Source: an optimization exercise on an open RTL-to-GDS flow (aim: small area and few clock cycles). Production flows keep margins and buffers that such runs may drop.
RTL that was checked went through simulation tests only; none was proved equivalent to the original.
Only the layout flow was run in run 3; the RTL was not checked for function there.
Power and IR drop assume default switching activity.

$ cat flow/run.sh
#!/bin/bash
# synth_recipe.tcl (not shown) runs the flow's synth.tcl, then flattens the netlist and writes it again
# the make line also repeats each setting of config.mk as NAME=value (left out here)
make -C /OpenROAD-flow-scripts/flow DESIGN_CONFIG=/design/flow/config.mk WORK_HOME=/design/flow/orfs CLKGATE_MAP_FILE= SYNTH_SCRIPT=/design/flow/synth_recipe.tcl finish
$ cat flow/config.mk
export PLATFORM = sky130hd
export DESIGN_NAME = bracket_quote_value_checker_core
export DESIGN_NICKNAME = bracket_quote_value_checker_core
export VERILOG_FILES = /design/flow/design.v
export SDC_FILE = /design/flow/constraint.sdc
export NUM_CORES = 4
export LEC_CHECK = 0
export CAP_MARGIN = 20
export CORE_MARGIN = 2
export CORE_UTILIZATION = 40
export PLACE_DENSITY = 0.6
export SLEW_MARGIN = 20
$ cat flow/constraint.sdc
create_clock -name core_clock -period 6.0 [get_ports {clock}]
set_input_delay 1.2000 -clock core_clock [delete_from_list [all_inputs] [get_ports {clock}]]
set_output_delay 1.2000 -clock core_clock [all_outputs]
set_load 0.01 [all_outputs]
$ cat flow/design.v
package bqvc_pkg;
   localparam logic [7:0] CH_TAB     = 8'h09;
   localparam logic [7:0] CH_LF      = 8'h0A;
   localparam logic [7:0] CH_VT      = 8'h0B;
   localparam logic [7:0] CH_FF      = 8'h0C;
   localparam logic [7:0] CH_CR      = 8'h0D;
   localparam logic [7:0] CH_SPACE   = 8'h20;
   localparam logic [7:0] CH_DQUOTE  = 8'h22;
   localparam logic [7:0] CH_SQUOTE  = 8'h27;
   localparam logic [7:0] CH_LPAREN  = 8'h28;
   localparam logic [7:0] CH_RPAREN  = 8'h29;
   localparam logic [7:0] CH_STAR    = 8'h2A;
   localparam logic [7:0] CH_SLASH   = 8'h2F;
   localparam logic [7:0] CH_SEMI    = 8'h3B;
   localparam logic [7:0] CH_LBRACK  = 8'h5B;
   localparam logic [7:0] CH_BSLASH  = 8'h5C;
   localparam logic [7:0] CH_RBRACK  = 8'h5D;
   localparam logic [7:0] CH_LBRACE  = 8'h7B;
   localparam logic [7:0] CH_RBRACE  = 8'h7D;
   localparam logic [6:0] LA_NONE  = 7'd1;
   localparam logic [6:0] LA_SLASH = 7'd2;
   localparam logic [6:0] LA_LINE  = 7'd4;
   localparam logic [6:0] LA_BLOCK = 7'd8;
   localparam logic [6:0] LA_STAR  = 7'd16;
   localparam logic [6:0] LA_QUOTE = 7'd32;
   localparam logic [6:0] LA_ESC   = 7'd64;
   localparam int LB_NONE  = 0;
   localparam int LB_SLASH = 1;
   localparam int LB_LINE  = 2;
   localparam int LB_BLOCK = 3;
   localparam int LB_STAR  = 4;
   localparam int LB_QUOTE = 5;
   localparam int LB_ESC   = 6;
   localparam logic [1:0] QM_NONE   = 2'd0;
   localparam logic [1:0] QM_DOUBLE = 2'd1;
   localparam logic [1:0] QM_SINGLE = 2'd2;
endpackage
module bracket_quote_value_checker_core (
   input  logic        clock,
   input  logic        reset,
   input  logic        req_valid,
   output logic        req_ready,
   input  logic [7:0]  req_text_byte,
   input  logic        req_end_of_text,
   output logic        rsp_valid,
   input  logic        rsp_ready,
   output logic        rsp_has_byte,
   output logic [7:0]  rsp_value_byte,
   output logic        rsp_terminated,
   output logic [3:0]  rsp_error_code,
   output logic [15:0] rsp_error_pos,
   output logic [15:0] rsp_error_len,
   output logic        rsp_last_result,
   input  logic        csr_valid,
   output logic        csr_ready,
   input  logic        csr_at_mode
);
   logic        bv_ff;
   logic [7:0]  bb_ff;
   logic        be_ff;
   logic        at_mode_ff;
   logic [15:0] off_ff, off_in;
   logic [15:0] qstart_ff;
   logic [4:0]  top_ff, top_in;
   logic [1:0]  quote_ff, quote_in;
   logic [6:0]  la_ff, la_in;
   logic        qopen;
   logic [17:0] stk_ff [16];
   logic [17:0] top_ent;
   logic [1:0]  top_kind;
   logic [15:0] top_pos;
   logic        push;
   logic [7:0]  b;
   logic        is_blank, is_open, is_close, kind_match;
   logic [1:0]  b_kind;
   logic        depth_zero, depth_full;
   logic [15:0] off_inc;
   logic        res, last;
   logic        o_has, o_term;
   logic [7:0]  o_byte;
   logic [3:0]  o_code;
   logic        sel_off, sel_q, sel_t, sel_d;
   logic [15:0] sub_x, diff;
   logic        take, consume, step;
   assign b          = bb_ff;
   assign depth_zero = top_ff[4];
   assign depth_full = (top_ff == 5'd15);
   assign off_inc    = off_ff + 16'd1;
   assign is_blank   = (b == bqvc_pkg::CH_SPACE) || (b == bqvc_pkg::CH_TAB) || (b == bqvc_pkg::CH_LF) ||
                       (b == bqvc_pkg::CH_VT) || (b == bqvc_pkg::CH_FF) || (b == bqvc_pkg::CH_CR);
   assign is_open    = (b == bqvc_pkg::CH_LPAREN) || (b == bqvc_pkg::CH_LBRACK) || (b == bqvc_pkg::CH_LBRACE);
   assign is_close   = (b == bqvc_pkg::CH_RPAREN) || (b == bqvc_pkg::CH_RBRACK) || (b == bqvc_pkg::CH_RBRACE);
   assign b_kind     = (b == bqvc_pkg::CH_LPAREN || b == bqvc_pkg::CH_RPAREN) ? 2'd0 :
                       (b == bqvc_pkg::CH_LBRACK || b == bqvc_pkg::CH_RBRACK) ? 2'd1 : 2'd2;
   always_comb begin
      top_ent = 18'd0;
      for (int i = 0; i < 16; i++) begin
         top_ent = top_ent | (stk_ff[i] & {18{top_ff[3:0] == 4'(i)}});
      end
   end
   assign top_kind   = top_ent[17:16];
   assign top_pos    = top_ent[15:0];
   assign kind_match = (top_kind == b_kind);
   always_comb begin
      off_in   = off_ff;
      top_in   = top_ff;
      quote_in = quote_ff;
      la_in    = la_ff;
      qopen    = 1'b0;
      push     = 1'b0;
      res      = 1'b0;
      last     = 1'b1;
      o_has    = 1'b0;
      o_byte   = 8'd0;
      o_term   = 1'b0;
      o_code   = 4'd0;
      sel_off  = 1'b0;
      sel_q    = 1'b0;
      sel_t    = 1'b0;
      sel_d    = 1'b0;
      if (be_ff) begin
         if (la_ff[bqvc_pkg::LB_SLASH]) begin
            res    = 1'b1;
            o_has  = 1'b1;
            o_byte = bqvc_pkg::CH_SLASH;
            last   = depth_zero;
            la_in  = bqvc_pkg::LA_NONE;
         end else if (la_ff[bqvc_pkg::LB_BLOCK] || la_ff[bqvc_pkg::LB_STAR]) begin
            res    = 1'b1;
            o_code = 4'd8;
            sel_d  = 1'b1;
            last   = depth_zero;
            la_in  = bqvc_pkg::LA_NONE;
         end else if (quote_ff != bqvc_pkg::QM_NONE && !la_ff[bqvc_pkg::LB_QUOTE]) begin
            res    = 1'b1;
            o_code = 4'd7;
            sel_q  = 1'b1;
         end else if (!depth_zero) begin
            res    = 1'b1;
            o_code = 4'd4 + {2'd0, top_kind};
            sel_t  = 1'b1;
         end
         if (last) begin
            off_in   = 16'd0;
            top_in   = 5'h1f;
            quote_in = bqvc_pkg::QM_NONE;
            la_in    = bqvc_pkg::LA_NONE;
         end
      end else if (la_ff[bqvc_pkg::LB_SLASH] && (b == bqvc_pkg::CH_SLASH || b == bqvc_pkg::CH_STAR)) begin
         la_in  = (b == bqvc_pkg::CH_SLASH) ? bqvc_pkg::LA_LINE : bqvc_pkg::LA_BLOCK;
         off_in = off_inc;
      end else if (la_ff[bqvc_pkg::LB_SLASH]) begin
         res    = 1'b1;
         o_has  = 1'b1;
         o_byte = bqvc_pkg::CH_SLASH;
         last   = 1'b0;
         la_in  = bqvc_pkg::LA_NONE;
      end else if ((la_ff[bqvc_pkg::LB_LINE] && b != bqvc_pkg::CH_LF && b != bqvc_pkg::CH_CR) ||
                   la_ff[bqvc_pkg::LB_BLOCK] || la_ff[bqvc_pkg::LB_STAR]) begin
         off_in = off_inc;
         if (!la_ff[bqvc_pkg::LB_LINE]) begin
            if (b == bqvc_pkg::CH_STAR)
               la_in = bqvc_pkg::LA_STAR;
            else if (la_ff[bqvc_pkg::LB_STAR] && b == bqvc_pkg::CH_SLASH)
               la_in = bqvc_pkg::LA_NONE;
            else
               la_in = bqvc_pkg::LA_BLOCK;
         end
      end else if (la_ff[bqvc_pkg::LB_ESC] || (la_ff[bqvc_pkg::LB_QUOTE] && b == bqvc_pkg::CH_DQUOTE)) begin
         res    = 1'b1;
         o_has  = 1'b1;
         o_byte = b;
         off_in = off_inc;
         la_in  = bqvc_pkg::LA_NONE;
      end else begin
         la_in = bqvc_pkg::LA_NONE;
         if (quote_ff == bqvc_pkg::QM_NONE || la_ff[bqvc_pkg::LB_QUOTE]) begin
            quote_in = bqvc_pkg::QM_NONE;
            if (depth_zero && (is_blank || (b == bqvc_pkg::CH_RBRACK && !at_mode_ff))) begin
               res    = 1'b1;
               o_term = 1'b1;
               off_in = 16'd0;
            end else if (b == bqvc_pkg::CH_SLASH) begin
               la_in  = bqvc_pkg::LA_SLASH;
               off_in = off_inc;
            end else begin
               res    = 1'b1;
               o_has  = 1'b1;
               o_byte = b;
               off_in = off_inc;
               if (b == bqvc_pkg::CH_DQUOTE || b == bqvc_pkg::CH_SQUOTE) begin
                  quote_in = (b == bqvc_pkg::CH_DQUOTE) ? bqvc_pkg::QM_DOUBLE : bqvc_pkg::QM_SINGLE;
                  qopen    = 1'b1;
               end else if (is_open) begin
                  if (depth_full) begin
                     o_code  = 4'd9;
                     sel_off = 1'b1;
                  end else begin
                     push   = 1'b1;
                     top_in = top_ff + 5'd1;
                  end
               end else if (is_close) begin
                  if (depth_zero) begin
                     o_code  = 4'd1 + {2'd0, b_kind};
                     sel_off = 1'b1;
                  end else if (kind_match) begin
                     top_in = top_ff - 5'd1;
                  end else begin
                     o_code  = 4'd4 + {2'd0, top_kind};
                     sel_off = 1'b1;
                  end
               end else if (b == bqvc_pkg::CH_SEMI && !depth_zero) begin
                  o_code  = 4'd4 + {2'd0, top_kind};
                  sel_off = 1'b1;
                  top_in  = 5'h1f;
               end
            end
         end else begin
            res    = 1'b1;
            o_has  = 1'b1;
            o_byte = b;
            off_in = off_inc;
            if (quote_ff == bqvc_pkg::QM_SINGLE) begin
               if (b == bqvc_pkg::CH_BSLASH)
                  la_in = bqvc_pkg::LA_ESC;
               else if (b == bqvc_pkg::CH_SQUOTE)
                  quote_in = bqvc_pkg::QM_NONE;
            end else if (b == bqvc_pkg::CH_DQUOTE) begin
               la_in = bqvc_pkg::LA_QUOTE;
            end
         end
      end
   end
   assign sub_x = sel_q ? qstart_ff : sel_t ? top_pos : 16'd2;
   assign diff  = off_ff - sub_x;
   assign rsp_valid       = bv_ff && res;
   assign rsp_has_byte    = o_has;
   assign rsp_value_byte  = o_byte;
   assign rsp_terminated  = o_term;
   assign rsp_error_code  = o_code;
   assign rsp_error_pos   = ({16{sel_off}} & off_ff) | ({16{sel_q}} & qstart_ff) |
                            ({16{sel_t}} & top_pos) | ({16{sel_d}} & diff);
   assign rsp_error_len   = (sel_q || sel_t) ? diff : {15'd0, sel_off || sel_d};
   assign rsp_last_result = last;
   assign take      = res && rsp_ready;
   assign step      = bv_ff && (!res || rsp_ready);
   assign consume   = step && last;
   assign req_ready = !bv_ff || consume;
   assign csr_ready = req_ready;
   always_ff @(posedge clock) begin
      if (reset) begin
         bv_ff      <= 1'b0;
         at_mode_ff <= 1'b0;
         off_ff     <= 16'd0;
         top_ff     <= 5'h1f;
         quote_ff   <= bqvc_pkg::QM_NONE;
         la_ff      <= bqvc_pkg::LA_NONE;
      end else begin
         if (req_ready) begin
            bv_ff <= req_valid;
         end
         if (csr_valid && csr_ready) begin
            at_mode_ff <= csr_at_mode;
         end
         if (step) begin
            off_ff   <= off_in;
            top_ff   <= top_in;
            quote_ff <= quote_in;
            la_ff    <= la_in;
         end
      end
   end
   always_ff @(posedge clock) begin
      if (req_ready) begin
         bb_ff <= req_text_byte;
         be_ff <= req_end_of_text;
      end
      if (step && qopen) begin
         qstart_ff <= off_ff;
      end
   end
   always_ff @(posedge clock) begin
      if (step && push) begin
         stk_ff[top_ff[3:0] + 4'd1] <= {b_kind, off_ff};
      end
   end
endmodule
==> results of run 1 <==
[worst min-delay path, delay by kind of cell, from the launching register on]
family,cells,cell delay (ns)
simple gates,1,0.06
flops,1,0.33
compound gates,1,0.05
[worst min path at each step]
stage | startpoint | to | slack [ns] | depth (start not counted)
after floorplan | at_mode_ff | at_mode_ff | 0.44 | 2
after global routing | la_ff[4] | la_ff[4] | 0.52 | 2
after global placement | la_ff[4] | la_ff[4] | 0.47 | 2
final | la_ff[4] | la_ff[4] | 0.50 | 2
after detailed placement | la_ff[4] | la_ff[4] | 0.49 | 2
after CTS | la_ff[4] | la_ff[4] | 0.50 | 2
[placed cells by master (no fill, tap or decap), types with 10 or more instances in the layout]
cell | Yosys | layout
o21ai_0 | 34 | 28
nand3_1 | 31 | 30
and3_1 | 23 | 20
clkdlybuf4s50_1 | 0 | 48
ha_1 | 24 | 20
nand4_1 | 10 | 10
edfxtp_1 | 313 | 313
nand2b_1 | 10 | 10
or3_1 | 14 | 14
nor3_1 | 23 | 19
dlymetal6s2s_1 | 0 | 12
buf_4 | 1 | 103
a22o_1 | 45 | 45
clkinv_1 | 0 | 10
clkbuf_16 | 0 | 38
nand2_1 | 45 | 45
a21oi_1 | 55 | 51
dfxtp_1 | 31 | 28
o211ai_1 | 10 | 10
xnor2_1 | 17 | 14
a22oi_1 | 51 | 51
nor2_1 | 64 | 54
xor2_1 | 15 | 15
a221oi_1 | 44 | 40
inv_1 | 18 | 18
a31oi_1 | 20 | 19
[layout make-up]
type	count	area [um2]	share of cell area (%)
inverters	19	71.3	0.390
clock buffers	44	973	5.33
repair buffers	169	1470	8.04
well taps	468	586	3.20
flip-flops and latches	344	10000	54.8
clock inverters	24	305	1.67
multi-input cells	669	4850	26.5
[layer usage]
metal,part of all wire (%),global-route usage [%],up-vias
met5,0,0,-
met4,2.1,5.99,0
met3,8.4,3.52,65
met2,46,37.3,499
met1,43,32.7,5265
li1,-,-,4669
[stage by stage]
stage / utilization (%) / setup slack, ns / area (um2) / power (mW) / std cells
after CTS: 49.4 / -0.0680 / 18100 / 5.14 / 1732
after detailed placement: 45.7 / -0.0458 / 16800 / 2.77 / 1664
after floorplan: - / 0.621 / 14900 / 2.72 / 1093
after global routing: 49.8 / -0.0284 / 18300 / 5.25 / 1737
final: 49.8 / 0.202 / 18300 / 5.11 / 1737
after global placement: 45.6 / 0.143 / 16700 / 2.77 / 1664
[power groups by stage]
stage / clock, mW / combinational (mW) / sequential (mW)
detailed placement: 0 / 0.120 / 2.65
finish: 2.39 / 0.124 / 2.60
floorplan: 0 / 0.0739 / 2.65
global route: 2.51 / 0.135 / 2.60
global placement: 0 / 0.120 / 2.65
CTS: 2.41 / 0.122 / 2.60
[kinds of logic after synthesis]
kind of cell    after synthesis
compound gates              311
xor+xnor                     32
fa+ha+maj                    25
buf+inv                      80
flops                       344
mux                           4
simple gates                297
[Yosys cell counts, types with 13 or more instances]
master / count
o21ai_0: 34
nand2_1: 45
a22oi_1: 51
nor2_1: 64
or3_1: 14
xnor2_1: 17
nor3_1: 23
a21oi_1: 55
xor2_1: 15
a221oi_1: 44
dfxtp_1: 31
nand3_1: 31
a31oi_1: 20
clkbuf_1: 52
a22o_1: 45
inv_1: 18
nor4_1: 13
edfxtp_1: 313
ha_1: 24
and3_1: 23
[state kept, by name (all words and copies together) (netlist names)]
name / count
stk_ff: 288
off_ff: 16
qstart_ff: 16
bb_ff: 8
la_ff: 6
top_ff: 5
quote_ff: 2
at_mode_ff: 1
be_ff: 1
bv_ff: 1
[timing repair]
action / CTS / global route
resized for setup: 30 / 36
pin swaps: 5 / 11
buffers inserted: 0 / 5
setup endpoints to repair: 21 / 21
==> results.txt, run 1 <==
* Hold slack at about 0.5 ns
* Mapped Cells at ~1100
* RR Startpoint: bb_ff[2]
* Outcome: complete, no violations
* Post-Synth Simple-Gate Area at between 10 and 15%
* CTS Root Cell: clkbuf_16
* ANT nets after route at 0
* Cell depth of the worst setup path at 19
* CTS tree: built
* Number of hold buffers added after cts at 0
* Clock Power Share at ~47%
* Power Density at 280 mW/mm2
* Largest net degree at the start of global routing at 24
* Sum Neg Setup Slack at 0 ns
* Pint at 4.07 mW
* Hold Crit Class: flip-flop to flip-flop
* Required time worst endpoint at ~4.8 ns
* Synth Area in Compound Gates at 15.3%
* Worst path max stage delay at approximately 0.54 ns
* Yosys warns at 1
* RePlAce Congestion at about 0.9
* Sw frac at about a fifth
* Gate family responsible for the most delay along the worst path: compound AO/OA/AOI/OAI gates
* Number of antenna violations at the first check in global routing at 1
* Post-synth EDFFs at around 310
* Syn Nets at approximately 1100
* VDD IR-drop max at approximately 210 uV
* Port bufs at between 60 and 70
* Final hold viol count at 0
* Worst Path Buf+Inv at 4
* Setup Skew at about 0.013 ns
* Vias per inst at around 6.0
* Vias in the first global route at 10200
* Die height at 197 um
* Fillers at between 3000 and 4000
* Seq pwr share at roughly half
* CTS Buf Count at 38
* Syn avg cell area at approximately 14 um2
* CP endpoint kind: output port
* Minimum clock period at between 5 and 6 ns
* First-pass iteration count of the detailed router at 5
* I/O pin total at between 60 and 70
* First-pass GRT wire length at 66100 um
* Synth top area share at between 60% and 70%
* GR Overflow Total at 0
* Crit path max fanout at 6
* Layout cells sized above 1 at 19.0%
* Final Setup Violations at 0
* Crit path DAT at 4.60 ns
* Violation count after the first detailed-route iteration at ~1100
* Worst setup SP type: flip-flop
* Least-Margin Pin Slew at 0.901 ns
* XOR/XNOR Fraction of Synth Area at under 10%
* Largest family of logic cells by synthesized area: compound AO/OA/AOI/OAI gates
* P_leak at a little over 6 nW
* Largest area contributor in the netlist: edfxtp_1
* Clk pin slew, worst setup/hold paths at approximately 0.060 ns
* Die Wd at approximately 200 um
* Max cap viols at 0
* Adder-Cell Fraction of Synth Area at under 10%
* DR vias at roughly 10000
* CP cell instances: inv_1, ha_2, and3b_2, a22o_1, a221oi_1, and3_1, a31oi_1, buf_4, a21oi_2, ha_2, buf_4, o21a_1, o31a_1, o21ai_1, nand2b_1, xnor2_2, o21ai_1, a21o_1, clkdlybuf4s50_1
* Drt drc at 0
* Cell area after synthesis at approximately 0.015 mm2
* Combinational share of power at roughly 2.4%
* Nets at 1281
* Inserted Diodes at 0
* Total die area at 0.0388 mm2
* Fin. max-slew vios at 0
* Post-synthesis register bit count at roughly 340
* Slowest cell on the critical path: clkdlybuf4s50_1
* Ranking of synthesized cells by area: edfxtp_1 63%, dfxtp_1 4.2%, a22o_1 2.6%
* CTS Sinks at roughly 340
* Yosys cell types at 81
* CP Launch Point: top_ff[0]
* Sequential share of the synthesized area at between 60% and 70%
* Switch Pwr at 1.04 mW
* RSZ-0062 raised after global routing: yes
* Post-synth ARST share at 0%
* CP Class: flip-flop to output port
* Crit path to: rsp_error_pos[5]
* Worst-Skew Late Latency at 0.54 ns
* GRT Util Overall at between 20% and 30%
* Synthesis-to-layout area growth at 22.6%
* Reg2reg end: stk_ff[5][14]
* Clk buf depth at 3
* Starting Density at approximately 40%
* Routed WL per cell at 25.8 um
* Final HPWL DP at roughly 30000 um
* Mux share of post-synthesis cell area at 0.285%
* Row count at 70
* Overall routed net length at 44800 um
* Cells on worst reg2reg path at 9
* Core Area at approximately 0.037 mm2
* Fmax at 172 MHz
* Register-to-register setup slack at ~1.5 ns
* Slew margin rel. at 39.8%
* Fin crit share at 96.6%
* Synth Flop Type: edfxtp_1
* CTS H-tree depth at 2
Testbench counts, summed over its fixed seeds: cycles 43,956.
==> run 2: changes to the inputs <==
--- a/flow/config.mk
+++ b/flow/config.mk
@@ -8,5 +8,7 @@
 export CAP_MARGIN = 20
 export CORE_MARGIN = 2
 export CORE_UTILIZATION = 40
+export CTS_CLUSTER_DIAMETER = 100
+export CTS_CLUSTER_SIZE = 30
 export PLACE_DENSITY = 0.6
 export SLEW_MARGIN = 20
==> run 2 against run 1 <==
Clock skew up 0.018 ns; wire length fell by 1.6%; non-clock buffer count grew 1; combinational power is essentially flat; area after synthesis unchanged.
==> results.txt, run 2 <==
* Routed WL per cell at 25.9 um (+0.62%)
* Core Area at 0.0367 mm2 (unchanged)
* Power Density at 231 mW/mm2 (-18%)
* Number of hold buffers added after cts at 0 (unchanged)
* Most common cell after layout, fill and taps aside: edfxtp_1
* Post-synthesis register bit count at 344 (unchanged)
* Fillers at 3140 (+2.9%)
* Drt drc at 0 (unchanged)
* Crit path max fanout at 13 (+7)
* Largest area contributor in the netlist: edfxtp_1
* Final Setup Violations at 0 (unchanged)
* Post-synth ARST share at 0% (unchanged)
* Number of antenna violations at the first check in global routing at 0 (-1)
* Synth Flop Type: edfxtp_1
* First-pass GRT wire length at 64900 um (-1.8%)
* Fin. max-slew vios at 0 (unchanged)
* Vias per inst at 6.09 (+0.71%)
* Final WS setup at 0.164 ns (-0.0381 ns)
* RSZ-0062 raised after global routing: yes
* P_leak at 5.69 nW (-7.5%)
* Placed insts at 1664 (unchanged)
* Yosys warns at 1 (unchanged)
* Die Wd at 197 um (unchanged)
* CP endpoint kind: output port
* Layout cells sized above 1 at 17.5% (-1.5 points)
* CTS H-tree depth at 1 (-1)
* CP Class: flip-flop to output port
* First-pass iteration count of the detailed router at 5 (unchanged)
* Max FFs per register at 288 (unchanged)
* Row count at 70 (unchanged)
* Pwr Total at 4.04 mW (-21%)
* Slew margin rel. at 40.7% (+0.87 points)
* Outcome: complete, no violations
* Max cap viols at 0 (unchanged)
* Nets at 1260 (-1.6%)
* Cell area after synthesis at 0.0149 mm2 (unchanged)
* Mapped Cells at 1093 (unchanged)
* RePlAce Congestion at 0.902 (unchanged)
* Required time worst endpoint at 4.80 ns (about the same)
* Syn Nets at 1133 (unchanged)
* Final HPWL DP at 29600 um (unchanged)
* Worst setup SP type: flip-flop
* Violation count after the first detailed-route iteration at 1023 (-7.8%)
* GRT Util Overall at 22.6% (-0.49 points)
* Synthesis-to-layout area growth at 17.5%
* Overall routed net length at 44100 um (-1.6%)
* Top-count cell post-synth: edfxtp_1
* Worst-Skew Late Latency at 0.53 ns (about the same)
* Starting Density at 40.6% (unchanged)
* GR Overflow Total at 0 (unchanged)
* VDD IR-drop max at 204 uV (-2.2%)
* Clk buf depth at 3 (unchanged)
* WHS Path Cells at 2 (unchanged)
* CTS Root Cell: clkbuf_16
* Cells on worst reg2reg path at 9 (unchanged)
* Fmax at 171 MHz (-0.65%)
* Sequential share of the synthesized area at 67.2% (unchanged)
* Sum Neg Setup Slack at 0 ns (unchanged)
* Crit path DAT at 4.64 ns (+0.04 ns)
* Vias in the first global route at 9983 (-2.5%)
* Largest net degree at the start of global routing at 32 (+33%)
* Most frequent cells in the layout: 313 x edfxtp_1, 105 x buf_4, 53 x nor2_1
* Yosys cell types at 81 (unchanged)
* CTS Buf Count at 16 (-58%)
* Setup Skew at 0.0307 ns (+0.0175 ns)
* CTS tree: built
* Ranking of synthesized cells by area: edfxtp_1 63%, dfxtp_1 4.2%, a22o_1 2.6%
* Finished Layout Cells at 1698 (-2.2%)
* Port bufs at 64 (unchanged)
* Synth top area share at 63.0% (unchanged)
* Clk pin slew, worst setup/hold paths at 0.11 ns (+0.05 ns)
* Final hold viol count at 0 (unchanged)
* Inserted Diodes at 0 (unchanged)
* DR vias at 10300 (-1.6%)
* Least-Margin Pin Slew at 0.887 ns (-0.0140 ns)
* Post-synth EDFFs at 313 (unchanged)
* Die height at 197 um (unchanged)
* Top post-synthesis cells by count: 313 x edfxtp_1, 64 x nor2_1, 55 x a21oi_1, 52 x clkbuf_1, 51 x a22oi_1
* Total die area at 0.0388 mm2 (unchanged)
* Syn avg cell area at 13.6 um2 (unchanged)
* End-of-flow core utilization at 47.7% (-2.1 points)
* Fin crit share at 97.3% (+0.64 points)
* CTS Sinks at 344 (unchanged)
* ANT nets after route at 0 (unchanged)
* I/O pin total at 65 (unchanged)
* Hold Crit Class: flip-flop to flip-flop
* Minimum clock period at 5.84 ns (+0.0381 ns)
* Post-Place Setup Slack at -0.0458 ns (unchanged)
==> run 2: cell counts after synthesis <==
No cell type changed its count.
==> run 2: stage by stage <==
stage / hold slack [ns] / area [um2]
6_report: 0.501 / 17500
5_1_grt: 0.527 / 17500
4_1_cts: 0.503 / 17300
2_1_floorplan: 0.437 / 14900
3_5_place_dp: 0.488 / 16800
3_3_place_gp: 0.471 / 16700
==> run 2: final cells by class <==
type	instances	area (um2)	share of cell area, %
Timing Repair Buffer	170	1450	8.30
Inverter	19	71.3	0.407
Clock buffer	24	452	2.58
Sequential cell	344	10000	57.2
Tap cell	468	586	3.34
Multi-Input combinational cell	669	4870	27.8
Clock inverter	4	53.8	0.307
==> run 2: cells by family after synthesis <==
family	Yosys count	share of synthesized area [%]
AO/OA/AOI/OAI	311	15.3
multiplexers	4	0.285
XOR/XNOR	32	1.88
flip-flops	344	67.2
adder cells (fa/ha/maj)	25	2.15
AND/OR/NAND/NOR	297	11.1
buffers and inverters	80	2.14
==> run 2: where the power goes <==
group	total [mW]	internal [mW]	switching (mW)
registers	2.60	2.59	0.0121
logic	0.125	0.0539	0.0706
clock network	1.32	0.552	0.766
total	4.04	3.19	0.849
==> run 2: worst paths after layout <==
check                               start           endpoint  slack [ns]
worst max-delay path            top_ff[0]  rsp_error_pos[15]        0.16
worst min-delay path             la_ff[4]           la_ff[4]        0.50
worst max register to register   bb_ff[2]      stk_ff[5][14]        1.45
worst min register to register   la_ff[4]           la_ff[4]        0.50
==> run 2: critical path, cell delays in order, from the launching register on <==
cell and delay [ns]:
dfxtp_4 0.38, inv_1 0.11, ha_1 0.25, nor3b_2 0.25
buf_4 0.18, buf_4 0.26, a22oi_1 0.12, and4_1 0.24
a31oi_2 0.24, a21oi_2 0.07, ha_1 0.37, o21a_1 0.22
o21ai_4 0.09, a211oi_2 0.26, o211ai_1 0.14, a31oi_1 0.16
buf_4 0.17, and2_1 0.14, a21oi_2 0.04, o21ai_2 0.14
dlygate4sd2_1 0.29
==> run 2: metal layers <==
layer	vias up	wire, um	part of all wire, %	global-route usage (%)
met5	-	0	0	0
met4	0	711	1.6	4.04
met3	48	3780	8.6	3.07
met2	481	20400	46	37.0
met1	5198	19200	44	32.6
li1	4608	-	-	-
==> run 2: timing repair <==
action | in CTS | in global routing
buffers inserted | 0 | 6
resized for setup | 37 | 35
hold endpoints to repair | 0 | 0
pin swaps | 7 | 13
setup endpoints to repair | 22 | 23
==> run 3: changes to the inputs <==
--- a/flow/design.v
+++ b/flow/design.v
@@ -231,7 +231,8 @@
          end
       end
    end
-   assign sub_x = sel_q ? qstart_ff : sel_t ? top_pos : 16'd2;
+   assign sub_x = (la_ff[bqvc_pkg::LB_BLOCK] || la_ff[bqvc_pkg::LB_STAR]) ? 16'd2 :
+                  (quote_ff != bqvc_pkg::QM_NONE && !la_ff[bqvc_pkg::LB_QUOTE]) ? qstart_ff : top_pos;
    assign diff  = off_ff - sub_x;
    assign rsp_valid       = bv_ff && res;
    assign rsp_has_byte    = o_has;
==> run 3 against run 2 <==
Area after synthesis rose by 2.5%; hold slack got worse by 0.022 ns; count of clock-buffer cells in the layout is the same; combinational power grew 15%; flip-flop and latch count unchanged; sequential power is essentially flat; maximum frequency fell by 0.91%.
==> results.txt, run 3 <==
* Outcome: complete, no violations
* Crit path DAT at 4.69 ns (+0.05 ns)
* Fin crit share at 98.2% (+0.90 points)
* Placed insts at 1769 (+6.3%)
* Gate family responsible for the most delay along the worst path: simple AND/OR/NAND/NOR gates
* P_leak at 6.62 nW (+16%)
* CP cell instances: buf_6, ha_4, buf_6, and2_1, a222oi_1, nand3_1, a21oi_2, nand4_1, mux2_4, nor2_1, ha_1, nor2b_1, o31a_1, or4_4, a21oi_2, o21bai_1, xnor2_1, nor2_1, clkdlybuf4s50_1
* Total die area at 0.0398 mm2 (+2.5%)
* Fillers at 3376 (+7.5%)
* I/O pin total at 65 (unchanged)
* CP Class: flip-flop to output port
* Starting Density at 40.6% (-0.041 points)
* Final HPWL DP at 30100 um (+1.9%)
* First-pass GRT wire length at 67000 um (+3.2%)
* Hold path startpoint: at_mode_ff
* VDD IR-drop max at 223 uV (+9.3%)
* Fmax at 170 MHz (-0.91%)
* WHS Endpoint: at_mode_ff
* CTS Buf Count at 16 (unchanged)
* Clk buf depth at 3 (unchanged)
* Yosys warns at 1 (unchanged)
* Placed Area at 0.0171 mm2 (+1.8%)
* Number of hold buffers added after cts at 0 (unchanged)
* DR WL met3 at 3760 um (-0.58%)
* RR Startpoint: bb_ff[2]
* Power Density at 223 mW/mm2 (-3.2%)
* Most frequent cells in the layout: 313 x edfxtp_1, 128 x buf_4, 84 x nor2_1
* Hold Crit Class: flip-flop to flip-flop
* Vias in the first global route at 10300 (+2.7%)
* Final Setup Violations at 0 (unchanged)
* Setup Skew at 0.0395 ns (+0.00884 ns)
* Register-to-register setup slack at 1.82 ns (+0.37 ns)
* Register area at 0.0100 mm2 (about the same)
* Fin. max-slew vios at 0 (unchanged)
* Mapped Cells at 1164 (+6.5%)
* Synthesis-to-layout area growth at 19.1%
* Final hold viol count at 0 (unchanged)
* Worst setup SP type: flip-flop
* Yosys cell types at 79 (-2.5%)
* Worst Path Buf+Inv at 3 (-2)
* RSZ-0062 raised after global routing: yes
* Syn Nets at 1204 (+6.3%)
* Slew margin rel. at 21.5% (-19 points)
* Required time worst endpoint at 4.80 ns (about the same)
* CTS tree: built
* Largest area contributor in the netlist: edfxtp_1
* Max cap viols at 0 (unchanged)
* Port bufs at 64 (unchanged)
* Number of antenna violations at the first check in global routing at 0 (unchanged)
* CTS Sinks at 344 (unchanged)
* Core Area at 0.0377 mm2 (+2.6%)
* Nets at 1356 (+7.6%)
* Synth top area share at 61.5% (-1.6 points)
* Reg2reg end: stk_ff[10][14]
* Wl on met1 at 19600 um (+2.1%)
* Worst path max stage delay at 0.54 ns (+0.16 ns)
* Cell area after synthesis at 0.0153 mm2 (+2.5%)
* WHS Path Cells at 2 (unchanged)
* DR vias at 10900 (+5.1%)
* ANT nets after route at 0 (unchanged)
* Most common cell after layout, fill and taps aside: edfxtp_1
* GRT Util Overall at 22.9% (+0.36 points)
* Drt drc at 0 (unchanged)
* Pwr Total at 4.06 mW (+0.60%)
* Minimum clock period at 5.89 ns (+0.0537 ns)
* Sequential share of the synthesized area at 65.5% (-1.7 points)
* Clk pin slew, worst setup/hold paths at 0.12 ns (about the same)
* Largest net degree at the start of global routing at 32 (unchanged)
* Post-synth ARST share at 0% (unchanged)
* Synth Flop Type: edfxtp_1
* GR Overflow Total at 0 (unchanged)
* Sum Neg Setup Slack at 0 ns (unchanged)
* Post-synth EDFFs at 313 (unchanged)
* Finished Layout Cells at 1837 (+8.2%)
* Max FFs per register at 288 (unchanged)
* Top post-synthesis cells by count: 313 x edfxtp_1, 91 x nor2_1, 86 x a22oi_1, 72 x nand2_1, 47 x clkbuf_1
* CTS H-tree depth at 1 (unchanged)
* Worst-Skew Late Latency at 0.54 ns (about the same)
* Multi-input logic area at 0.00524 mm2 (+7.6%)
* Max Used Layer: met4
* Violation count after the first detailed-route iteration at 1244 (+22%)
* Hold slack at 0.479 ns (-0.0220 ns)
* Inserted Diodes at 0 (unchanged)
* CTS Root Cell: clkbuf_16
* RePlAce Congestion at 0.940 (+4.2%)
* CP endpoint kind: output port
* First-pass iteration count of the detailed router at 6 (+1)
* Die Wd at 200 um (+1.2%)
* Crit path max fanout at 5 (-8)
* Row count at 71 (+1.4%)
* Routed wl met2 at 21400 um (+5.0%)
* Routed WL per cell at 25.1 um (-3.3%)
* Ranking of synthesized cells by area: edfxtp_1 61%, a22oi_1 4.2%, dfxtp_1 4.1%
* Slowest cell on the critical path: clkdlybuf4s50_1
* Syn avg cell area at 13.1 um2 (-3.7%)
* Least-Margin Pin Slew at 1.18 ns (+0.291 ns)
* Vias per inst at 5.91 (-2.9%)
* Design area at 0.0182 mm2 (+3.9%)
* Layout cells sized above 1 at 19.2% (+1.7 points)
* Cells on worst reg2reg path at 10 (+1)
* Top-count cell post-synth: edfxtp_1
* Post-synthesis register bit count at 344 (unchanged)
* Overall routed net length at 46100 um (+4.6%)
* Die height at 200 um (+1.2%)
## run 3: cell count changes after synthesis, sizes merged, moves of 20 or more
cell    delta
nor2      +27
a22o      -26
a21oi     -20
nand4     +21
nand2     +26
a22oi     +35
a221oi    -28
## run 3: through the flow
step / util (%) / worst slack, ns
3_5_place_dp: 45.3 / 0.0341
6_report: 48.3 / 0.110
3_3_place_gp: 45.3 / 0.0844
5_1_grt: 48.3 / -0.0364
2_1_floorplan: - / 0.700
4_1_cts: 47.5 / -0.0233
## run 3: logic make-up after synthesis
| group | after synthesis | synth area share, % |
|---|---|---|
| simple gates | 368 | 12.5 |
| flops | 344 | 65.5 |
| compound gates | 296 | 14.5 |
| buf+inv | 81 | 2.41 |
| xor+xnor | 37 | 2.12 |
| fa+ha+maj | 25 | 2.10 |
| mux | 13 | 0.892 |
## run 3: what timing repair did
item,4_1_cts,5_1_grt
pin swaps,16,38
setup buffers,28,16
resized for setup,49,66
endpoints found under the setup margin,21,22
## run 3: tightest hold or removal path: stages (launching register included)
cell	delay [ns]
dfxtp_1	0.33
nand2_1	0.05
a21oi_1	0.06
## run 3: cell type report
cell class | instances | share of cell area [%]
well taps | 511 | 3.51
clock inverters | 4 | 0.351
flip-flops and latches | 344 | 55.1
multi-input cells | 739 | 28.8
clock buffers | 24 | 2.42
repair buffers | 205 | 9.63
inverters | 10 | 0.206
## run 3: worst max-delay path by stage
stage,startpoint,endpoint,slack [ns],cells past startpoint
final,top_ff[0],rsp_error_len[9],0.11,19
after global routing,top_ff[1],rsp_error_pos[15],-0.04,20
after CTS,top_ff[0],rsp_error_pos[0],-0.02,26
after detailed placement,top_ff[1],rsp_error_pos[14],0.03,19
after global placement,top_ff[1],rsp_error_pos[14],0.08,19
after floorplan,top_ff[1],rsp_error_pos[14],0.70,18
## run 3: metal layers
metal	vias up	GRT usage [%]
met5	-	0
met2	492	36.9
met3	74	3.49
met4	0	6.20
li1	4871	-
met1	5421	32.4
## run 3: power by group
part	leakage [nW]	internal (mW)	switching (mW)
combinational	2.99	0.0642	0.0798
sequential	3.38	2.59	0.0180
clock	0.243	0.543	0.773
total	6.62	3.19	0.871
==> run 4: changes to the inputs <==
--- a/flow/design.v
+++ b/flow/design.v
@@ -231,8 +231,7 @@
          end
       end
    end
-   assign sub_x = (la_ff[bqvc_pkg::LB_BLOCK] || la_ff[bqvc_pkg::LB_STAR]) ? 16'd2 :
-                  (quote_ff != bqvc_pkg::QM_NONE && !la_ff[bqvc_pkg::LB_QUOTE]) ? qstart_ff : top_pos;
+   assign sub_x = sel_q ? qstart_ff : sel_t ? top_pos : 16'd2;
    assign diff  = off_ff - sub_x;
    assign rsp_valid       = bv_ff && res;
    assign rsp_has_byte    = o_has;
==> flow/flow/run.sh (new file) <==
#!/bin/bash
# The standard layout, with two changes: the port buffers are the smallest plain buffer
# (buffer_ports otherwise picks a delay cell), and clock tree synthesis adds no dummy loads.
# The make output goes to standard.log; each ORFS step keeps its own log under orfs/logs/.
set -euo pipefail
bash standard.sh \
  BUFFER_PORTS_ARGS="-buffer_cell sky130_fd_sc_hd__buf_1" \
  CTS_ARGS="-sink_clustering_enable -repair_clock_nets -sink_clustering_size 30 -sink_clustering_max_diameter 100 -dont_use_dummy_load" \
  finish > standard.log 2>&1
==> flow/standard.sh (new file) <==
#!/bin/bash
# synth_recipe.tcl (not shown) runs the flow's synth.tcl, then flattens the netlist and writes it again
# the make line also repeats each setting of config.mk as NAME=value (left out here)
make -C /OpenROAD-flow-scripts/flow DESIGN_CONFIG=/design/flow/config.mk WORK_HOME=/design/flow/orfs CLKGATE_MAP_FILE= SYNTH_SCRIPT=/design/flow/synth_recipe.tcl "${@:-finish}"
removed: flow/run.sh
==> run 4 against run 3 <==
Still clean on timing, DRC and antenna; critical path depth rose by 1; synthesized cell count fell by 6.1%; maximum frequency rose by 2.2%; count of clock-buffer cells in the layout fell by 8; area after synthesis fell by 2.5%; sequential power barely moved; die area fell by 2.4%; largest cell class unchanged; largest power group unchanged.
==> results.txt, run 4 <==
* Required time worst endpoint at 4.80 ns (about the same)
* Register-to-register setup slack at 1.64 ns (-0.18 ns)
* End-of-flow core utilization at 45.5% (-2.9 points)
* Final hold viol count at 0 (unchanged)
* P_leak at 5.16 nW (-22%)
* First-pass GRT wire length at 64700 um (-3.4%)
* Cells on worst reg2reg path at 9 (-1)
* Die Wd at 197 um (-1.2%)
* Yosys cell types at 81 (+2.5%)
* Clk buf depth at 3 (unchanged)
* Violation count after the first detailed-route iteration at 1080 (-13%)
* Worst setup SP type: flip-flop
* ANT nets after route at 0 (unchanged)
* Fin. max-slew vios at 0 (unchanged)
* Synth Flop Type: edfxtp_1
* Hold slack at 0.501 ns (+0.0216 ns)
* Outcome: complete, no violations
* CTS tree: built
* Largest area contributor in the netlist: edfxtp_1
* Final Setup Violations at 0 (unchanged)
* Setup Fix Bufs, Post-CTS at 0 (-100%)
* Finished Layout Cells at 1652 (-10%)
* Fillers at 3206 (-5.0%)
* Die height at 197 um (-1.2%)
* Vias per inst at 6.23 (+5.4%)
* Port bufs at 64 (unchanged)
* Clk pin slew, worst setup/hold paths at 0.10 ns (-0.02 ns)
* Power Density at 233 mW/mm2 (+4.4%)
* Overall routed net length at 43700 um (-5.1%)
* Final HPWL DP at 28900 um (-4.1%)
* VDD IR-drop max at 196 uV (-12%)
* Minimum clock period at 5.76 ns (-0.129 ns)
* Drt drc at 0 (unchanged)
* Setup Skew at 0.0531 ns (+0.0136 ns)
* Inserted Diodes at 0 (unchanged)
* Fin crit share at 96.0% (-2.1 points)
* Crit path to: rsp_error_pos[14]
* Core Area at 0.0367 mm2 (-2.6%)
* Syn Nets at 1133 (-5.9%)
* Yosys warns at 1 (unchanged)
* Crit path max fanout at 11 (+6)
* Pwr Total at 3.89 mW (-4.3%)
* Max cap viols at 0 (unchanged)
* Synthesis-to-layout area growth at 11.9%
* Max FFs per register at 288 (unchanged)
* I/O pin total at 65 (unchanged)
* Mapped Cells at 1093 (-6.1%)
* Worst-Skew Late Latency at 0.52 ns (-0.02 ns)
* RR Startpoint: bb_ff[0]
* Post-synth EDFFs at 313 (unchanged)
* CTS Root Cell: clkbuf_16
* Routed WL per cell at 26.5 um (+5.5%)
* Number of antenna violations at the first check in global routing at 1 (+1)
* CP Class: flip-flop to output port
* CP endpoint kind: output port
* Post-synthesis register bit count at 344 (unchanged)
* Slowest cell on the critical path: fa_1
* Number of hold buffers added after cts at 0 (unchanged)
* Crit path DAT at 4.56 ns (-0.13 ns)
* CTS Sinks at 344 (unchanged)
* First-pass iteration count of the detailed router at 6 (unchanged)
* Post-synth ARST share at 0% (unchanged)
* Placed insts at 1636 (-7.5%)
* RSZ-0062 raised after global routing: yes
* Sequential share of the synthesized area at 67.2% (+1.7 points)
* Nets at 1226 (-9.6%)
* GRT Util Overall at 22.5% (-0.41 points)
* Reg2reg end: stk_ff[0][11]
* Top-count cell post-synth: edfxtp_1
* CTS H-tree depth at 1 (unchanged)
* CP Launch Point: top_ff[1]
* Slew margin rel. at 31.7% (+10 points)
* Most frequent cells in the layout: 313 x edfxtp_1, 68 x buf_4, 63 x buf_1
* Vias in the first global route at 9961 (-2.8%)
* Starting Density at 40.6% (+0.041 points)
* Synth top area share at 63.0% (+1.6 points)
* Largest net degree at the start of global routing at 31 (-3.1%)
* DR vias at 10300 (-5.2%)
* Least-Margin Pin Slew at 1.02 ns (-0.155 ns)
* Cell area after synthesis at 0.0149 mm2 (-2.5%)
* Syn avg cell area at 13.6 um2 (+3.9%)
* Fmax at 174 MHz (+2.2%)
* Most common cell after layout, fill and taps aside: edfxtp_1
* Top post-synthesis cells by count: 313 x edfxtp_1, 64 x nor2_1, 55 x a21oi_1, 52 x clkbuf_1, 51 x a22oi_1
* Layout cells sized above 1 at 13.6% (-5.6 points)
* Ranking of synthesized cells by area: edfxtp_1 63%, dfxtp_1 4.2%, a22o_1 2.6%
* CTS Buf Count at 16 (unchanged)
* CP cell instances: inv_1, ha_1, buf_4, and3_1, buf_6, a22oi_1, nand3_1, nor2_2, o21ai_1, ha_2, fa_1, nor2b_1, o21a_1, o21ai_2, a211oi_2, o31ai_2, o21ai_1, xnor2_1, o221ai_1, buf_2
* Total die area at 0.0388 mm2 (-2.4%)
* Worst path max stage delay at 0.43 ns (-0.11 ns)
* Row count at 70 (-1.4%)
* Worst path most repeated cell: o21ai_1
* GR Overflow Total at 0 (unchanged)
* RePlAce Congestion at 0.916 (-2.6%)
* Hold Crit Class: flip-flop to flip-flop
## run 4: cell count changes after synthesis, moves of 19 or more
cell | previous run | this run
a22oi_1 | 86 | 51
a221oi_1 | 15 | 44
nand2_1 | 72 | 45
nor2_1 | 91 | 64
a22o_1 | 19 | 45
nand4_1 | 31 | 10
a21oi_1 | 36 | 55
## run 4: kinds of logic after synthesis
logic type               share of synthesized area, %
adder cells (fa/ha/maj)                          2.15
buffers and inverters                            2.14
flip-flops                                       67.2
multiplexers                                    0.285
AO/OA/AOI/OAI                                    15.3
XOR/XNOR                                         1.88
AND/OR/NAND/NOR                                  11.1
## run 4: final cells by class
type / count / area (um2) / area share [%]
Clock buffer: 16 / 400 / 2.40
Inverter: 19 / 71.3 / 0.427
Multi-Input combinational cell: 669 / 4780 / 28.6
Sequential cell: 344 / 10000 / 60.1
Tap cell: 468 / 586 / 3.51
Timing Repair Buffer: 136 / 823 / 4.93
## run 4: repair_timing
action / 4_1_cts / 5_1_grt
pin swaps: 0 / 4
endpoints found under the setup margin: 7 / 13
resized for setup: 16 / 22
## run 4: metal layers
| layer | vias up | wire length, um | global-route usage [%] |
|---|---|---|---|
| li1 | 4524 | - | - |
| met1 | 5202 | 18200 | 31.1 |
| met2 | 505 | 20500 | 36.9 |
| met3 | 61 | 3880 | 3.96 |
| met4 | 0 | 1130 | 6.04 |
| met5 | - | 0 | 0 |
## run 4: worst min-delay path by stage
stage | to | from | slack, ns | cells after the start
after floorplan | at_mode_ff | at_mode_ff | 0.44 | 2
after global placement | la_ff[4] | la_ff[4] | 0.47 | 2
after detailed placement | la_ff[4] | la_ff[4] | 0.48 | 2
after CTS | la_ff[4] | la_ff[4] | 0.50 | 2
after global routing | at_mode_ff | at_mode_ff | 0.51 | 2
final | la_ff[4] | la_ff[4] | 0.50 | 2
## run 4: through the flow
stage | setup WS, ns | instance area, um2 | TNS, ns
after floorplan | 0.621 | 14900 | 0
after global placement | 0.396 | 16200 | 0
after detailed placement | 0.262 | 16200 | 0
after CTS | 0.0775 | 16600 | 0
after global routing | -0.0629 | 16700 | -0.0851
final | 0.239 | 16700 | 0
## run 4: where the power goes
part | internal [mW] | total [mW] | switching [mW]
logic | 0.0353 | 0.104 | 0.0684
clock network | 0.483 | 1.18 | 0.702
registers | 2.59 | 2.60 | 0.0130
total | 3.10 | 3.89 | 0.783
## run 4: worst max-delay path, delay by kind of cell, from the launching register on
| kind | cells | cell delay (ns) |
|---|---|---|
| adders and majority gates | 3 | 0.85 |
| buffers and inverters | 4 | 0.68 |
| AOI/OAI and AO/OA | 8 | 1.27 |
| DFF | 1 | 0.39 |
| and+or+nand+nor | 4 | 0.70 |
| xor gates and xnor gates | 1 | 0.17 |
Testbench counts of run 4, summed over its fixed seeds: cycles 43,956.
==> run 5: changes to the inputs <==
--- a/flow/config.mk
+++ b/flow/config.mk
@@ -10,5 +10,6 @@
 export CORE_UTILIZATION = 40
 export CTS_CLUSTER_DIAMETER = 100
 export CTS_CLUSTER_SIZE = 30
+export GPL_TIMING_DRIVEN = 0
 export PLACE_DENSITY = 0.6
 export SLEW_MARGIN = 20
==> run 5 against run 4 <==
Synthesized cell count unchanged; critical path depth increased by 1; die area unchanged; area after synthesis unchanged; clock skew increased by 0.012 ns; wire length increased by 1.9%; hold slack got worse by 0.0054 ns; clock power decreased by 3%; total power decreased by 0.86%; sequential power about the same; count of clock-buffer cells in the layout decreased by 1; flip-flop and latch count unchanged; still clean.
==> results.txt, run 5 <==
* Max FFs per register at 288 (unchanged)
* Syn avg cell area at 13.6 um2 (unchanged)
* Fmax at 170 MHz (-1.9%)
* Vias in the first global route at 9850 (-1.1%)
* Starting Density at 40.6% (unchanged)
* VDD IR-drop max at 242 uV (+23%)
* Number of antenna violations at the first check in global routing at 0 (-1)
* CP Class: flip-flop to output port
* Final WS setup at 0.128 ns (-0.110 ns)
* Crit path DAT at 4.67 ns (+0.11 ns)
* Synth top area share at 63.0% (unchanged)
* Final HPWL DP at 29700 um (+2.6%)
* Nets at 1271 (+3.7%)
* CTS Root Cell: clkbuf_16
* Overall routed net length at 44500 um (+1.9%)
* Port bufs at 64 (unchanged)
* CP cell instances: buf_4, buf_4, ha_2, and3b_2, buf_4, a22o_1, a221oi_1, nand3_1, nor2_4, a2bb2oi_2, ha_1, o21a_1, o31ai_4, a211oi_4, o211ai_1, buf_4, a31oi_4, and2_4, a21oi_2, o21ai_2, clkbuf_2
* P_leak at 5.41 nW (+5.0%)
* Worst path most repeated cell: buf_4
* Largest area contributor in the netlist: edfxtp_1
* Top post-synthesis cells by count: 313 x edfxtp_1, 64 x nor2_1, 55 x a21oi_1, 52 x clkbuf_1, 51 x a22oi_1
* Most common cell after layout, fill and taps aside: edfxtp_1
* Fin crit share at 97.9% (+1.8 points)
* Clk buf depth at 3 (unchanged)
* Total die area at 0.0388 mm2 (unchanged)
* Crit path max fanout at 7 (-4)
* RePlAce Congestion at 0.872 (-4.8%)
* Layout cells sized above 1 at 18.7% (+5.1 points)
* Post-synthesis register bit count at 344 (unchanged)
* Core Area at 0.0367 mm2 (unchanged)
* Number of hold buffers added after cts at 0 (unchanged)
* Vias per inst at 6.12 (-1.7%)
* Setup Skew at 0.0654 ns (+0.0123 ns)
* Inserted Diodes at 0 (unchanged)
* Yosys warns at 1 (unchanged)
* Final Setup Violations at 0 (unchanged)
* First-pass GRT wire length at 64900 um (+0.35%)
* Post-synth ARST share at 0% (unchanged)
* Violation count after the first detailed-route iteration at 1296 (+20%)
* Outcome: complete, no violations
* Gate family responsible for the most delay along the worst path: compound AO/OA/AOI/OAI gates
* Cell area after synthesis at 0.0149 mm2 (unchanged)
* GR Overflow Total at 0 (unchanged)
* Slew margin rel. at 28.4% (-3.3 points)
* Pwr Total at 3.85 mW (-0.86%)
* Post-synth EDFFs at 313 (unchanged)
* Clk pin slew, worst setup/hold paths at 0.11 ns (about the same)
* Die height at 197 um (unchanged)
* Max cap viols at 0 (unchanged)
* DR vias at 10400 (+0.95%)
* CTS H-tree depth at 1 (unchanged)
* Final hold viol count at 0 (unchanged)
* Yosys cell types at 81 (unchanged)
* Routed WL per cell at 26.2 um (-0.84%)
* Required time worst endpoint at 4.80 ns (about the same)
* Slowest cell on the critical path: dfxtp_4
* Sequential share of the synthesized area at 67.2% (unchanged)
* Top-count cell post-synth: edfxtp_1
* CTS tree: built
* Most frequent cells in the layout: 313 x edfxtp_1, 60 x buf_1, 52 x nor2_1
* Worst Path Buf+Inv at 5 (+1)
* Syn Nets at 1133 (unchanged)
* CTS Buf Count at 15 (-1)
* Worst path max stage delay at 0.37 ns (-0.06 ns)
* Fin. max-slew vios at 0 (unchanged)
* CP endpoint kind: output port
* I/O pin total at 65 (unchanged)
* Post-Place Setup Slack at -1.38 ns (-1.64 ns)
* Row count at 70 (unchanged)
* First-pass iteration count of the detailed router at 5 (-1)
* Ranking of synthesized cells by area: edfxtp_1 63%, dfxtp_1 4.2%, a22o_1 2.6%
* Drt drc at 0 (unchanged)
* Worst-Skew Late Latency at 0.53 ns (about the same)
* Synthesis-to-layout area growth at 15.9%
* Minimum clock period at 5.87 ns (+0.110 ns)
* Least-Margin Pin Slew at 1.07 ns (+0.0495 ns)
* Worst setup SP type: flip-flop
* Die Wd at 197 um (unchanged)
* Largest net degree at the start of global routing at 31 (unchanged)
* Synth Flop Type: edfxtp_1
* Hold Crit Class: flip-flop to flip-flop
* Power Density at 223 mW/mm2 (-4.3%)
* ANT nets after route at 0 (unchanged)
* Mapped Cells at 1093 (unchanged)
* CTS Sinks at 344 (unchanged)
* GRT Util Overall at 22.8% (+0.32 points)
-- run 5: kinds of logic (layout without fill, tap and decap cells) --
kind of cell,after synthesis,in the layout,share of synthesized area (%)
AOI/OAI and AO/OA,311,311,15.3
and+or+nand+nor,297,297,11.1
adders and majority gates,25,25,2.15
buffers and inverters,80,216,2.14
muxes,4,4,0.285
xor gates and xnor gates,32,32,1.88
DFF,344,344,67.2
-- run 5: metrics by stage --
step | cells | cell area, um2 | hold WS [ns] | util, % | TNS (ns)
after floorplan | 1093 | 14900 | 0.437 | - | 0
after global placement | 1625 | 15700 | 0.472 | 42.9 | -220.55
after detailed placement | 1664 | 16200 | 0.484 | 44.1 | -19.93
after CTS | 1678 | 16900 | 0.495 | 46.0 | 0
after global routing | 1697 | 17300 | 0.515 | 47.1 | -0.0773
final | 1697 | 17300 | 0.495 | 47.1 | 0
-- run 5: routing by layer --
metal | global-route usage, % | wire [um] | up-vias
met2 | 37.1 | 20800 | 503
met4 | 5.85 | 1230 | 0
met5 | 0 | 0 | -
met3 | 3.62 | 3870 | 63
met1 | 32.1 | 18600 | 5202
li1 | - | - | 4622
-- run 5: cell type report --
| class | count | area (um2) |
|---|---|---|
| Inverter | 19 | 73.8 |
| Fill cell | 3211 | 19400 |
| Clock buffer | 15 | 375 |
| Tap cell | 468 | 586 |
| Buffer | 47 | 354 |
| Sequential cell | 344 | 10000 |
| Multi-Input combinational cell | 669 | 5050 |
| Timing Repair Buffer | 135 | 817 |
-- run 5: worst reg2reg max path, delay by kind of cell (launching register included) --
family | cells | cell delay, ns
buffers and inverters | 4 | 1.12
DFF | 1 | 0.49
and+or+nand+nor | 4 | 2.39
AOI/OAI and AO/OA | 1 | 0.39
-- run 5: final timing paths --
| path | from | end | slack, ns | cells past startpoint |
|---|---|---|---|---|
| worst min-delay path | la_ff[4] | la_ff[4] | 0.50 | 2 |
| worst max register to register | bb_ff[7] | stk_ff[14][12] | 1.38 | 9 |
| worst max-delay path | top_ff[0] | rsp_error_pos[15] | 0.13 | 21 |
| worst min register to register | la_ff[4] | la_ff[4] | 0.50 | 2 |
-- run 5: timing repair --
action / 4_1_cts / 5_1_grt
pin swaps: 10 / 27
hold endpoints to repair: 0 / 0
gates cloned: 0 / 0
buffers inserted: 13 / 20
setup endpoints to repair: 32 / 14
resized for setup: 104 / 65
-- run 5: power breakdown --
group          total (mW)  switching [mW]  internal (mW)
Combinational       0.112          0.0710         0.0412
Sequential           2.60          0.0137           2.59
Clock                1.14           0.688          0.455
Total                3.85           0.773           3.08
==> run 6: changes to the inputs <==
--- a/flow/config.mk
+++ b/flow/config.mk
@@ -10,6 +10,7 @@
 export CORE_UTILIZATION = 40
 export CTS_CLUSTER_DIAMETER = 100
 export CTS_CLUSTER_SIZE = 30
+export GPL_ROUTABILITY_DRIVEN = 0
 export GPL_TIMING_DRIVEN = 0
 export PLACE_DENSITY = 0.6
 export SLEW_MARGIN = 20
==> run 6 against run 5 <==
Critical path type unchanged; global-route usage did not move; utilization did not move; critical path depth did not move; still clean; area after synthesis did not move; synthesized cell count did not move.
==> results.txt, run 6 <==
* Routed WL per cell at 26.2 um (unchanged)
* I/O pin total at 65 (unchanged)
* GRT Util Overall at 22.8% (unchanged)
* CTS H-tree depth at 1 (unchanged)
* WHS Endpoint: la_ff[4]
* Overall routed net length at 44500 um (unchanged)
* CP Class: flip-flop to output port
* Max FFs per register at 288 (unchanged)
* Register-to-register setup slack at 1.38 ns (about the same)
* GR Overflow Total at 0 (unchanged)
* Setup Skew at 0.0654 ns (unchanged)
* Pint at 3.08 mW (unchanged)
* Crit path max fanout at 7 (unchanged)
* Clk pin slew, worst setup/hold paths at 0.11 ns (about the same)
* Vias per inst at 6.12 (unchanged)
* Hold path startpoint: la_ff[4]
* Violation count after the first detailed-route iteration at 1296 (unchanged)
* Top-count cell post-synth: edfxtp_1
* Final Setup Violations at 0 (unchanged)
* Final hold viol count at 0 (unchanged)
* Clock Power Share at 29.7% (about the same)
* Ranking of synthesized cells by area: edfxtp_1 63%, dfxtp_1 4.2%, a22o_1 2.6%
* Inserted Diodes at 0 (unchanged)
* Worst setup SP type: flip-flop
* Synth top area share at 63.0% (unchanged)
* Row count at 70 (unchanged)
* Seq pwr share at 67.4% (about the same)
* End-of-flow core utilization at 47.1% (unchanged)
* Reg2reg end: stk_ff[14][12]
* Sequential share of the synthesized area at 67.2% (unchanged)
* Cells on worst reg2reg path at 9 (unchanged)
* Core Area at 0.0367 mm2 (unchanged)
* Post-Place Setup Slack at -1.38 ns (unchanged)
* Fin crit share at 97.9% (unchanged)
* Power Density at 223 mW/mm2 (unchanged)
* Pwr Total at 3.85 mW (unchanged)
* Drt drc at 0 (unchanged)
* Fmax at 170 MHz (unchanged)
* Syn avg cell area at 13.6 um2 (unchanged)
* Design area at 0.0173 mm2 (unchanged)
* Layout cells sized above 1 at 18.7% (unchanged)
* Mapped Cells at 1093 (unchanged)
* Switch Pwr at 0.773 mW (unchanged)
* CP endpoint kind: output port
* Synthesis-to-layout area growth at 15.9% (unchanged)
* First-pass GRT wire length at 64900 um (unchanged)
* Number of antenna violations at the first check in global routing at 0 (unchanged)
* Slowest cell on the critical path: dfxtp_4
* Slew margin rel. at 28.4% (unchanged)
* Combinational share of power at 2.9% (about the same)
* Yosys warns at 1 (unchanged)
* WHS Path Cells at 2 (unchanged)
* Worst-Skew Late Latency at 0.53 ns (about the same)
* Largest area contributor in the netlist: edfxtp_1
* Yosys cell types at 81 (unchanged)
* Placed Area at 0.0162 mm2 (unchanged)
* ANT nets after route at 0 (unchanged)
* Total die area at 0.0388 mm2 (unchanged)
* Final HPWL DP at 29700 um (unchanged)
* CP cell instances: buf_4, buf_4, ha_2, and3b_2, buf_4, a22o_1, a221oi_1, nand3_1, nor2_4, a2bb2oi_2, ha_1, o21a_1, o31ai_4, a211oi_4, o211ai_1, buf_4, a31oi_4, and2_4, a21oi_2, o21ai_2, clkbuf_2
* P_leak at 5.41 nW (unchanged)
* Die height at 197 um (unchanged)
* Final WS setup at 0.128 ns (unchanged)
* CTS Buf Count at 15 (unchanged)
* Vias in the first global route at 9850 (unchanged)
* Post-synth EDFFs at 313 (unchanged)
* Post-synth ARST share at 0% (unchanged)
* Worst path most repeated cell: buf_4
* Cell area after synthesis at 0.0149 mm2 (unchanged)
* DR vias at 10400 (unchanged)
* Sw frac at 20.1% (unchanged)
* Max cap viols at 0 (unchanged)
* CTS Sinks at 344 (unchanged)
* Post-synthesis register bit count at 344 (unchanged)
* Clk buf depth at 3 (unchanged)
* First-pass iteration count of the detailed router at 5 (unchanged)
* Die Wd at 197 um (unchanged)
* Most frequent cells in the layout: 313 x edfxtp_1, 60 x buf_1, 52 x nor2_1
* Fin. max-slew vios at 0 (unchanged)
* Number of hold buffers added after cts at 0 (unchanged)
* Required time worst endpoint at 4.80 ns (about the same)
* Least-Margin Pin Slew at 1.07 ns (unchanged)
* Most common cell after layout, fill and taps aside: edfxtp_1
* Outcome: complete, no violations
* Largest net degree at the start of global routing at 31 (unchanged)
* Minimum clock period at 5.87 ns (unchanged)
* Synth Flop Type: edfxtp_1
* Sum Neg Setup Slack at 0 ns (unchanged)
* Crit path DAT at 4.67 ns (about the same)
* RR Startpoint: bb_ff[7]
* Port bufs at 64 (unchanged)
* Starting Density at 40.6% (unchanged)
* VDD IR-drop max at 242 uV (unchanged)
* CTS tree: built
* Hold Crit Class: flip-flop to flip-flop
* Worst path max stage delay at 0.37 ns (about the same)
* Nets at 1271 (unchanged)
* CTS Root Cell: clkbuf_16
* Syn Nets at 1133 (unchanged)
* Top post-synthesis cells by count: 313 x edfxtp_1, 64 x nor2_1, 55 x a21oi_1, 52 x clkbuf_1, 51 x a22oi_1
-- run 6: cell counts in the layout (fill, tap and decap cells not counted) --
Identical to the previous run, type by type.
-- run 6: final cells by class --
| cell class | count | area (um2) |
|---|---|---|
| Fill cell | 3211 | 19400 |
| Buffer | 47 | 354 |
| Clock buffer | 15 | 375 |
| Multi-Input combinational cell | 669 | 5050 |
| Inverter | 19 | 73.8 |
| Sequential cell | 344 | 10000 |
| Tap cell | 468 | 586 |
| Timing Repair Buffer | 135 | 817 |
-- run 6: stage by stage --
stage	cells	hold slack, ns
global placement	1625	0.472
detailed placement	1664	0.484
finish	1697	0.495
global route	1697	0.515
floorplan	1093	0.437
CTS	1678	0.495
-- run 6: layer usage --
| metal | vias up | wire (um) | global-route usage [%] |
|---|---|---|---|
| met5 | - | 0 | 0 |
| met4 | 0 | 1230 | 5.85 |
| met3 | 63 | 3870 | 3.62 |
| met2 | 503 | 20800 | 37.1 |
| met1 | 5202 | 18600 | 32.1 |
| li1 | 4622 | - | - |
-- run 6: cell families (layout without fill, tap and decap cells) --
logic type               after synthesis  in the layout  share of synthesized area, %
AND/OR/NAND/NOR                      297            297                          11.1
AO/OA/AOI/OAI                        311            311                          15.3
XOR/XNOR                              32             32                          1.88
multiplexers                           4              4                         0.285
flip-flops                           344            344                          67.2
adder cells (fa/ha/maj)               25             25                          2.15
buffers and inverters                 80            216                          2.14
-- run 6: critical path: cells and delay by family (launching register included) --
family / cells / cell delay (ns)
flip-flops: 1 / 0.37
adder cells (fa/ha/maj): 2 / 0.40
AO/OA/AOI/OAI: 10 / 1.82
buffers and inverters: 5 / 0.75
AND/OR/NAND/NOR: 4 / 0.83
-- run 6: power by group through the flow --
stage               Sequential (mW)  Combinational, mW  Clock [mW]
floorplan                      2.65             0.0739           0
global placement               2.65              0.104           0
detailed placement             2.65              0.105           0
CTS                            2.60              0.105        1.15
global route                   2.60              0.123        1.22
finish                         2.60              0.112        1.14
-- run 6: repair_timing --
action                                 4_1_cts  5_1_grt
setup endpoints to repair                   32       14
gates resized for setup                    104       65
pin swaps                                   10       27
buffers inserted                            13       20
endpoints found under the hold margin        0        0
-- run 6: worst max path at each step --
stage | start | endpoint | depth (start not counted)
floorplan | top_ff[3] | rsp_error_pos[14] | 20
global placement | top_ff[2] | stk_ff[9][14] | 8
detailed placement | top_ff[3] | rsp_error_pos[15] | 19
CTS | top_ff[1] | rsp_error_pos[10] | 21
global route | top_ff[0] | rsp_error_pos[10] | 23
finish | top_ff[0] | rsp_error_pos[15] | 21

## static timing again, ports no longer ideal
No port has a modelled driver above. Below, the same layouts with a new extraction and two added sets of constraints. Step 1 (the two cells are an assumption about what drives the block):
set clk [get_ports {clock}]
set_driving_cell -lib_cell sky130_fd_sc_hd__clkbuf_16 $clk
set_driving_cell -lib_cell sky130_fd_sc_hd__buf_2 [delete_from_list [all_inputs] $clk]
Step 2 moves the port delays by t, midway between the first and last clock arrival at a register: inputs arrive t later, outputs are due t later. That takes back most of the time a late clock gives input paths. Three values: ideal ports, drivers, drivers and shift; two values: the first two.
run | t (ns) | setup slack, ns | clock arrival spread, ns | worst data-port slew with drivers (ns)
run 1 | 0.585 | 0.202 / 0.148 / 0.732 | 0.014 / 0.013 | 0.04
run 2 | 0.559 | 0.164 / 0.114 / 0.673 | 0.034 / 0.034 | 0.04
run 3 | 0.574 | 0.110 / 0.057 / 0.631 | 0.039 / 0.040 | 0.04
run 4 | 0.546 | 0.239 / 0.189 / 0.736 | 0.053 / 0.053 | 0.04
run 5 | 0.545 | 0.128 / 0.078 / 0.624 | 0.065 / 0.065 | 0.03
run 6 | 0.545 | 0.128 / 0.078 / 0.624 | 0.065 / 0.065 | 0.03
After both steps setup and hold are still met in every run listed.
